Background: an optimization exercise with open tools, aiming at small area. Do not read the settings as production practice.
In this exercise RTL edits were held to simulation tests only and were not proved equivalent to the original.

== P ==
==> flow/design.v <==
module lsrs_unit (
	input  logic        clk,
	input  logic        rst_n,
	input  logic        i_iq_valid,
	input  logic [3:0]  i_iq_tag,
	input  logic [3:0]  i_iq_base_tag,
	input  logic [31:0] i_iq_base_value,
	input  logic [3:0]  i_iq_data_tag,
	input  logic [31:0] i_iq_data_value,
	input  logic [11:0] i_iq_imm,
	input  logic        i_iq_is_store,
	input  logic        i_cdb_valid,
	input  logic [3:0]  i_cdb_tag,
	input  logic [31:0] i_cdb_data,
	input  logic        i_mu_ready,
	output logic        o_iq_ready,
	output logic        o_mu_valid,
	output logic [3:0]  o_mu_tag,
	output logic        o_mu_is_store,
	output logic [31:0] o_mu_addr,
	output logic [31:0] o_mu_wdata
);
	logic [7:0]        valid;    
	logic [7:0]        res;      
	logic [7:0]        bpend;    
	logic [7:0][31:0]  areg;     
	logic [7:0][11:0]  imm;
	logic [7:0][3:0]   tag;
	logic [3:0]        dpend;    
	logic [3:0][31:0]  wdata;    
	logic [3:0][3:0]   ld_sdep;  
	logic [3:0][3:0]   st_ldep;  
	logic [3:0][3:0]   st_sdep;  
	logic [7:0][2:0]   q;
	logic [2:0]        head;
	logic [2:0]        tail;
	logic [1:0]        ld_ptr;
	logic [1:0]        st_ptr;
	logic              lock_valid;
	logic              lock_st;
	logic [1:0]        lock_idx;
	logic       ld_full, st_full;
	logic [1:0] ld_free, st_free;
	logic       push;
	logic [7:0] alloc;
	logic       b_hit, d_hit;
	logic [31:0] b_val, d_val;
	assign ld_full = &valid[3:0];
	assign st_full = &valid[7:4];
	always_comb begin
		ld_free = 2'd0;
		st_free = 2'd0;
		for (int i = 3; i >= 0; i--) begin
			if (!valid[i]) ld_free = 2'(i);
			if (!valid[4+i]) st_free = 2'(i);
		end
	end
	assign o_iq_ready = i_iq_is_store ? !st_full : !ld_full;
	assign push = i_iq_valid && o_iq_ready;
	always_comb begin
		for (int i = 0; i < 4; i++) begin
			alloc[i]   = push && !i_iq_is_store && (ld_free == 2'(i));
			alloc[4+i] = push && i_iq_is_store && (st_free == 2'(i));
		end
	end
	assign b_hit = i_cdb_valid && (i_iq_base_tag != 4'd0) && (i_iq_base_tag == i_cdb_tag);
	assign d_hit = i_cdb_valid && (i_iq_data_tag != 4'd0) && (i_iq_data_tag == i_cdb_tag);
	assign b_val[31:4] = b_hit ? i_cdb_data[31:4] : i_iq_base_value[31:4];
	assign b_val[3:0]  = b_hit ? i_cdb_data[3:0]
		: (i_iq_base_tag != 4'd0) ? i_iq_base_tag : i_iq_base_value[3:0];
	assign d_val[31:4] = d_hit ? i_cdb_data[31:4] : i_iq_data_value[31:4];
	assign d_val[3:0]  = d_hit ? i_cdb_data[3:0]
		: (i_iq_data_tag != 4'd0) ? i_iq_data_tag : i_iq_data_value[3:0];
	logic       any_unres;
	logic [2:0] hslot;
	logic [7:0] hsel;
	logic       pop;
	logic [7:0] popv;
	logic [31:0] h_areg;
	logic [11:0] h_imm;
	logic [31:0] addr;
	logic [7:0] eq;
	assign any_unres = |(valid & ~res);
	assign hslot = q[head];
	always_comb begin
		for (int i = 0; i < 8; i++) hsel[i] = (hslot == 3'(i));
	end
	assign pop = any_unres && !(|(hsel & bpend));
	assign popv = pop ? hsel : 8'd0;
	m_head u_head(.hsel(hsel), .areg(areg), .imm(imm), .addr(addr));
	m_cmp u_cmp(.areg(areg), .addr(addr), .eq(eq));
	logic [7:0] b_snoop;
	logic [3:0] d_snoop;
	always_comb begin
		for (int i = 0; i < 8; i++)
			b_snoop[i] = i_cdb_valid && valid[i] && bpend[i] && (areg[i][3:0] == i_cdb_tag);
		for (int i = 0; i < 4; i++)
			d_snoop[i] = i_cdb_valid && valid[4+i] && dpend[i] && (wdata[i][3:0] == i_cdb_tag);
	end
	logic [3:0] ld_rdy, st_rdy;
	logic [1:0] ld_pick, st_pick;
	logic       sel_st;
	logic [1:0] sel_idx;
	logic [7:0] osel;
	logic       hs;
	logic [3:0] grant_ld, grant_st;
	always_comb begin
		for (int i = 0; i < 4; i++) begin
			ld_rdy[i] = valid[i] && res[i] && (ld_sdep[i] == 4'd0);
			st_rdy[i] = valid[4+i] && res[4+i] && (st_ldep[i] == 4'd0) && (st_sdep[i] == 4'd0)
				&& !dpend[i];
		end
	end
	function automatic logic [1:0] rr_pick(input logic [3:0] req, input logic [1:0] ptr);
		logic found;
		rr_pick = ptr;
		found = 1'b0;
		for (int k = 0; k < 4; k++) begin
			if (!found && req[2'(ptr + 2'(k))]) begin
				rr_pick = 2'(ptr + 2'(k));
				found = 1'b1;
			end
		end
	endfunction
	assign ld_pick = rr_pick(ld_rdy, ld_ptr);
	assign st_pick = rr_pick(st_rdy, st_ptr);
	always_comb begin
		if (lock_valid) begin
			sel_st = lock_st;
			sel_idx = lock_idx;
		end else if (|ld_rdy) begin
			sel_st = 1'b0;
			sel_idx = ld_pick;
		end else begin
			sel_st = 1'b1;
			sel_idx = st_pick;
		end
		for (int i = 0; i < 8; i++) osel[i] = ({sel_st, sel_idx} == 3'(i));
	end
	assign o_mu_valid = lock_valid || (|ld_rdy) || (|st_rdy);
	assign o_mu_is_store = sel_st;
	assign hs = o_mu_valid && i_mu_ready;
	assign grant_ld = hs ? osel[3:0] : 4'd0;
	assign grant_st = hs ? osel[7:4] : 4'd0;
	m_out u_out(.osel(osel), .areg(areg), .tag(tag), .wdata(wdata), .o_mu_addr(o_mu_addr), .o_mu_tag(o_mu_tag), .o_mu_wdata(o_mu_wdata));
	always_ff @(posedge clk or negedge rst_n) begin
		if (!rst_n) begin
			valid <= '0;
			head <= '0;
			tail <= '0;
			ld_ptr <= '0;
			st_ptr <= '0;
			lock_valid <= 1'b0;
		end else begin
			valid <= (valid | alloc) & ~{grant_st, grant_ld};
			if (push) tail <= tail + 3'd1;
			if (pop) head <= head + 3'd1;
			lock_valid <= o_mu_valid && !i_mu_ready;
			if (hs && !sel_st) ld_ptr <= sel_idx + 2'd1;
			if (hs && sel_st) st_ptr <= sel_idx + 2'd1;
		end
	end
	always_ff @(posedge clk) begin
		lock_st <= sel_st;
		lock_idx <= sel_idx;
		if (push) q[tail] <= {i_iq_is_store, i_iq_is_store ? st_free : ld_free};
		for (int i = 0; i < 8; i++) begin
			if (alloc[i]) begin
				res[i] <= 1'b0;
				bpend[i] <= (i_iq_base_tag != 4'd0) && !b_hit;
				imm[i] <= i_iq_imm;
				tag[i] <= i_iq_tag;
			end else if (popv[i]) begin
				res[i] <= 1'b1;
			end else if (b_snoop[i]) begin
				bpend[i] <= 1'b0;
			end
			areg[i] <= ({32{alloc[i]}} & b_val) | ({32{popv[i]}} & addr)
				| ({32{b_snoop[i] & ~alloc[i]}} & i_cdb_data)
				| ({32{~(alloc[i] | popv[i] | b_snoop[i])}} & areg[i]);
		end
		for (int i = 0; i < 4; i++) begin
			if (alloc[4+i]) begin
				dpend[i] <= (i_iq_data_tag != 4'd0) && !d_hit;
			end else if (d_snoop[i]) begin
				dpend[i] <= 1'b0;
			end
			wdata[i] <= ({32{alloc[4+i]}} & d_val) | ({32{d_snoop[i] & ~alloc[4+i]}} & i_cdb_data)
				| ({32{~(alloc[4+i] | d_snoop[i])}} & wdata[i]);
		end
		for (int k = 0; k < 4; k++) begin
			if (popv[k]) begin
				ld_sdep[k] <= eq[7:4] & res[7:4] & valid[7:4] & ~grant_st;
			end else begin
				ld_sdep[k] <= ld_sdep[k] & ~grant_st;
			end
			if (popv[4+k]) begin
				st_ldep[k] <= eq[3:0] & res[3:0] & valid[3:0] & ~grant_ld;
				st_sdep[k] <= eq[7:4] & res[7:4] & valid[7:4] & ~grant_st;
				st_sdep[k][k] <= 1'b0;  
			end else begin
				st_ldep[k] <= st_ldep[k] & ~grant_ld;
				st_sdep[k] <= st_sdep[k] & ~grant_st;
				st_sdep[k][k] <= 1'b0;
			end
		end
	end
endmodule
module m_head(input logic [7:0] hsel, input logic [7:0][31:0] areg, input logic [7:0][11:0] imm, output logic [31:0] addr);
	logic [31:0] h_areg; logic [11:0] h_imm;
	always_comb begin
		h_areg = '0;
		h_imm = '0;
		for (int i = 0; i < 8; i++) begin
			h_areg = h_areg | ({32{hsel[i]}} & areg[i]);
			h_imm = h_imm | ({12{hsel[i]}} & imm[i]);
		end
	end
	logic [12:0] lo;
	logic inc, dec, all1, all0;
	assign lo = {1'b0, h_areg[11:0]} + {1'b0, h_imm};
	assign inc = lo[12] & ~h_imm[11];
	assign dec = ~lo[12] & h_imm[11];
	always_comb begin
		all1 = 1'b1;
		all0 = 1'b1;
		addr[11:0] = lo[11:0];
		for (int i = 12; i < 32; i++) begin
			addr[i] = h_areg[i] ^ ((inc & all1) | (dec & all0));
			all1 = all1 & h_areg[i];
			all0 = all0 & ~h_areg[i];
		end
	end
endmodule
module m_cmp(input logic [7:0][31:0] areg, input logic [31:0] addr, output logic [7:0] eq);
	always_comb begin
		for (int i = 0; i < 8; i++) eq[i] = (areg[i] == addr);
	end
endmodule
module m_out(input logic [7:0] osel, input logic [7:0][31:0] areg, input logic [7:0][3:0] tag, input logic [3:0][31:0] wdata,
	output logic [31:0] o_mu_addr, output logic [3:0] o_mu_tag, output logic [31:0] o_mu_wdata);
	always_comb begin
		o_mu_addr = '0;
		o_mu_tag = '0;
		for (int i = 0; i < 8; i++) begin
			o_mu_addr = o_mu_addr | ({32{osel[i]}} & areg[i]);
			o_mu_tag = o_mu_tag | ({4{osel[i]}} & tag[i]);
		end
		o_mu_wdata = '0;
		for (int i = 0; i < 4; i++) o_mu_wdata = o_mu_wdata | ({32{osel[4+i]}} & wdata[i]);
	end
endmodule
clock: 7.0 ns
lec_check: 0
cap_margin: 20
core_margin: 2
core_utilization: 40
slew_margin: 20
synth_hierarchical: 1
synth_minimum_keep_size: 0
run.sh (not shown) runs the stock make flow with config.mk's settings and CLKGATE_MAP_FILE= SYNTH_SCRIPT=/design/flow/synth_recipe.tcl, a recipe that flattens the netlist after the stock synthesis.
Setup changes, P to Q
diff --git a/flow/design.v b/flow/design.v
--- a/flow/design.v
+++ b/flow/design.v
@@ -28,15 +28,13 @@
 	logic [7:0][3:0]   tag;
 	logic [3:0]        dpend;    
 	logic [3:0][31:0]  wdata;    
 	logic [3:0][3:0]   ld_sdep;  
 	logic [3:0][3:0]   st_ldep;  
 	logic [3:0][3:0]   st_sdep;  
-	logic [7:0][2:0]   q;
-	logic [2:0]        head;
-	logic [2:0]        tail;
+	logic [7:0][2:0]   rank;
 	logic [1:0]        ld_ptr;
 	logic [1:0]        st_ptr;
 	logic              lock_valid;
 	logic              lock_st;
 	logic [1:0]        lock_idx;
 	logic       ld_full, st_full;
@@ -68,27 +66,30 @@
 	assign b_val[31:4] = b_hit ? i_cdb_data[31:4] : i_iq_base_value[31:4];
 	assign b_val[3:0]  = b_hit ? i_cdb_data[3:0]
 		: (i_iq_base_tag != 4'd0) ? i_iq_base_tag : i_iq_base_value[3:0];
 	assign d_val[31:4] = d_hit ? i_cdb_data[31:4] : i_iq_data_value[31:4];
 	assign d_val[3:0]  = d_hit ? i_cdb_data[3:0]
 		: (i_iq_data_tag != 4'd0) ? i_iq_data_tag : i_iq_data_value[3:0];
-	logic       any_unres;
-	logic [2:0] hslot;
 	logic [7:0] hsel;
 	logic       pop;
 	logic [7:0] popv;
 	logic [31:0] h_areg;
 	logic [11:0] h_imm;
 	logic [31:0] addr;
 	logic [7:0] eq;
-	assign any_unres = |(valid & ~res);
-	assign hslot = q[head];
-	always_comb begin
-		for (int i = 0; i < 8; i++) hsel[i] = (hslot == 3'(i));
-	end
-	assign pop = any_unres && !(|(hsel & bpend));
+	logic [7:0] unres;
+	logic [3:0] n_unres;
+	logic [2:0] new_rank;
+	assign unres = valid & ~res;
+	always_comb begin
+		n_unres = '0;
+		for (int i = 0; i < 8; i++) n_unres = n_unres + 4'(unres[i]);
+		for (int i = 0; i < 8; i++) hsel[i] = unres[i] && (rank[i] == 3'd0);
+	end
+	assign pop = |(hsel & ~bpend);
+	assign new_rank = 3'(n_unres) - 3'(pop);
 	assign popv = pop ? hsel : 8'd0;
 	m_head u_head(.hsel(hsel), .areg(areg), .imm(imm), .addr(addr));
 	m_cmp u_cmp(.areg(areg), .addr(addr), .eq(eq));
 	logic [7:0] b_snoop;
 	logic [3:0] d_snoop;
 	always_comb begin
@@ -143,30 +144,29 @@
 	assign grant_ld = hs ? osel[3:0] : 4'd0;
 	assign grant_st = hs ? osel[7:4] : 4'd0;
 	m_out u_out(.osel(osel), .areg(areg), .tag(tag), .wdata(wdata), .o_mu_addr(o_mu_addr), .o_mu_tag(o_mu_tag), .o_mu_wdata(o_mu_wdata));
 	always_ff @(posedge clk or negedge rst_n) begin
 		if (!rst_n) begin
 			valid <= '0;
-			head <= '0;
-			tail <= '0;
 			ld_ptr <= '0;
 			st_ptr <= '0;
 			lock_valid <= 1'b0;
 		end else begin
 			valid <= (valid | alloc) & ~{grant_st, grant_ld};
-			if (push) tail <= tail + 3'd1;
-			if (pop) head <= head + 3'd1;
 			lock_valid <= o_mu_valid && !i_mu_ready;
 			if (hs && !sel_st) ld_ptr <= sel_idx + 2'd1;
 			if (hs && sel_st) st_ptr <= sel_idx + 2'd1;
 		end
 	end
 	always_ff @(posedge clk) begin
 		lock_st <= sel_st;
 		lock_idx <= sel_idx;
-		if (push) q[tail] <= {i_iq_is_store, i_iq_is_store ? st_free : ld_free};
+		for (int i = 0; i < 8; i++) begin
+			if (alloc[i]) rank[i] <= new_rank;
+			else if (pop) rank[i] <= rank[i] - 3'd1;
+		end
 		for (int i = 0; i < 8; i++) begin
 			if (alloc[i]) begin
 				res[i] <= 1'b0;
 				bpend[i] <= (i_iq_base_tag != 4'd0) && !b_hit;
 				imm[i] <= i_iq_imm;
 				tag[i] <= i_iq_tag;
Results
Number of standard cells in the layout, taps in and fillers out, Q vs P: down by a few percent
Worst setup slack, P and Q, higher one = Q.
For count of inverters other than clock inverters in the layout, dividing the value from Q by the value from P gives 0.823.
Summary: with P as the reference, met2 wirelength from detailed routing in Q moved down by a few percent.

## afterwards: timing with drivers on the ports
Ports are ideal in the flow. The routed layouts listed here were re-timed in OpenROAD. Step 1: set_driving_cell puts a clkbuf_16 on clk and a buf_2 on each other input, an assumption about the parent block. Step 2 adds t to the input delays and takes it off the output delays; t is the mean of the earliest and latest rising clock arrival at the registers after step 1. Input paths then give back, and output paths get back, about the clock's delay inside the block. Slacks: no drivers / after step 1 / after step 2; pairs: no drivers / after step 1.
run | t, ns | setup WS [ns] | worst setup path after step 2 | slew at the worst register clock pin (ns) | cell pins on the clock port's net
P | 0.718 | 0.253 / 0.233 / 0.253 | register to register | 0.06 / 0.06 | 1
Q | 0.698 | 0.299 / 0.299 / 0.299 | register to register | 0.07 / 0.07 | 1
After both steps setup and hold are still met in every run listed.
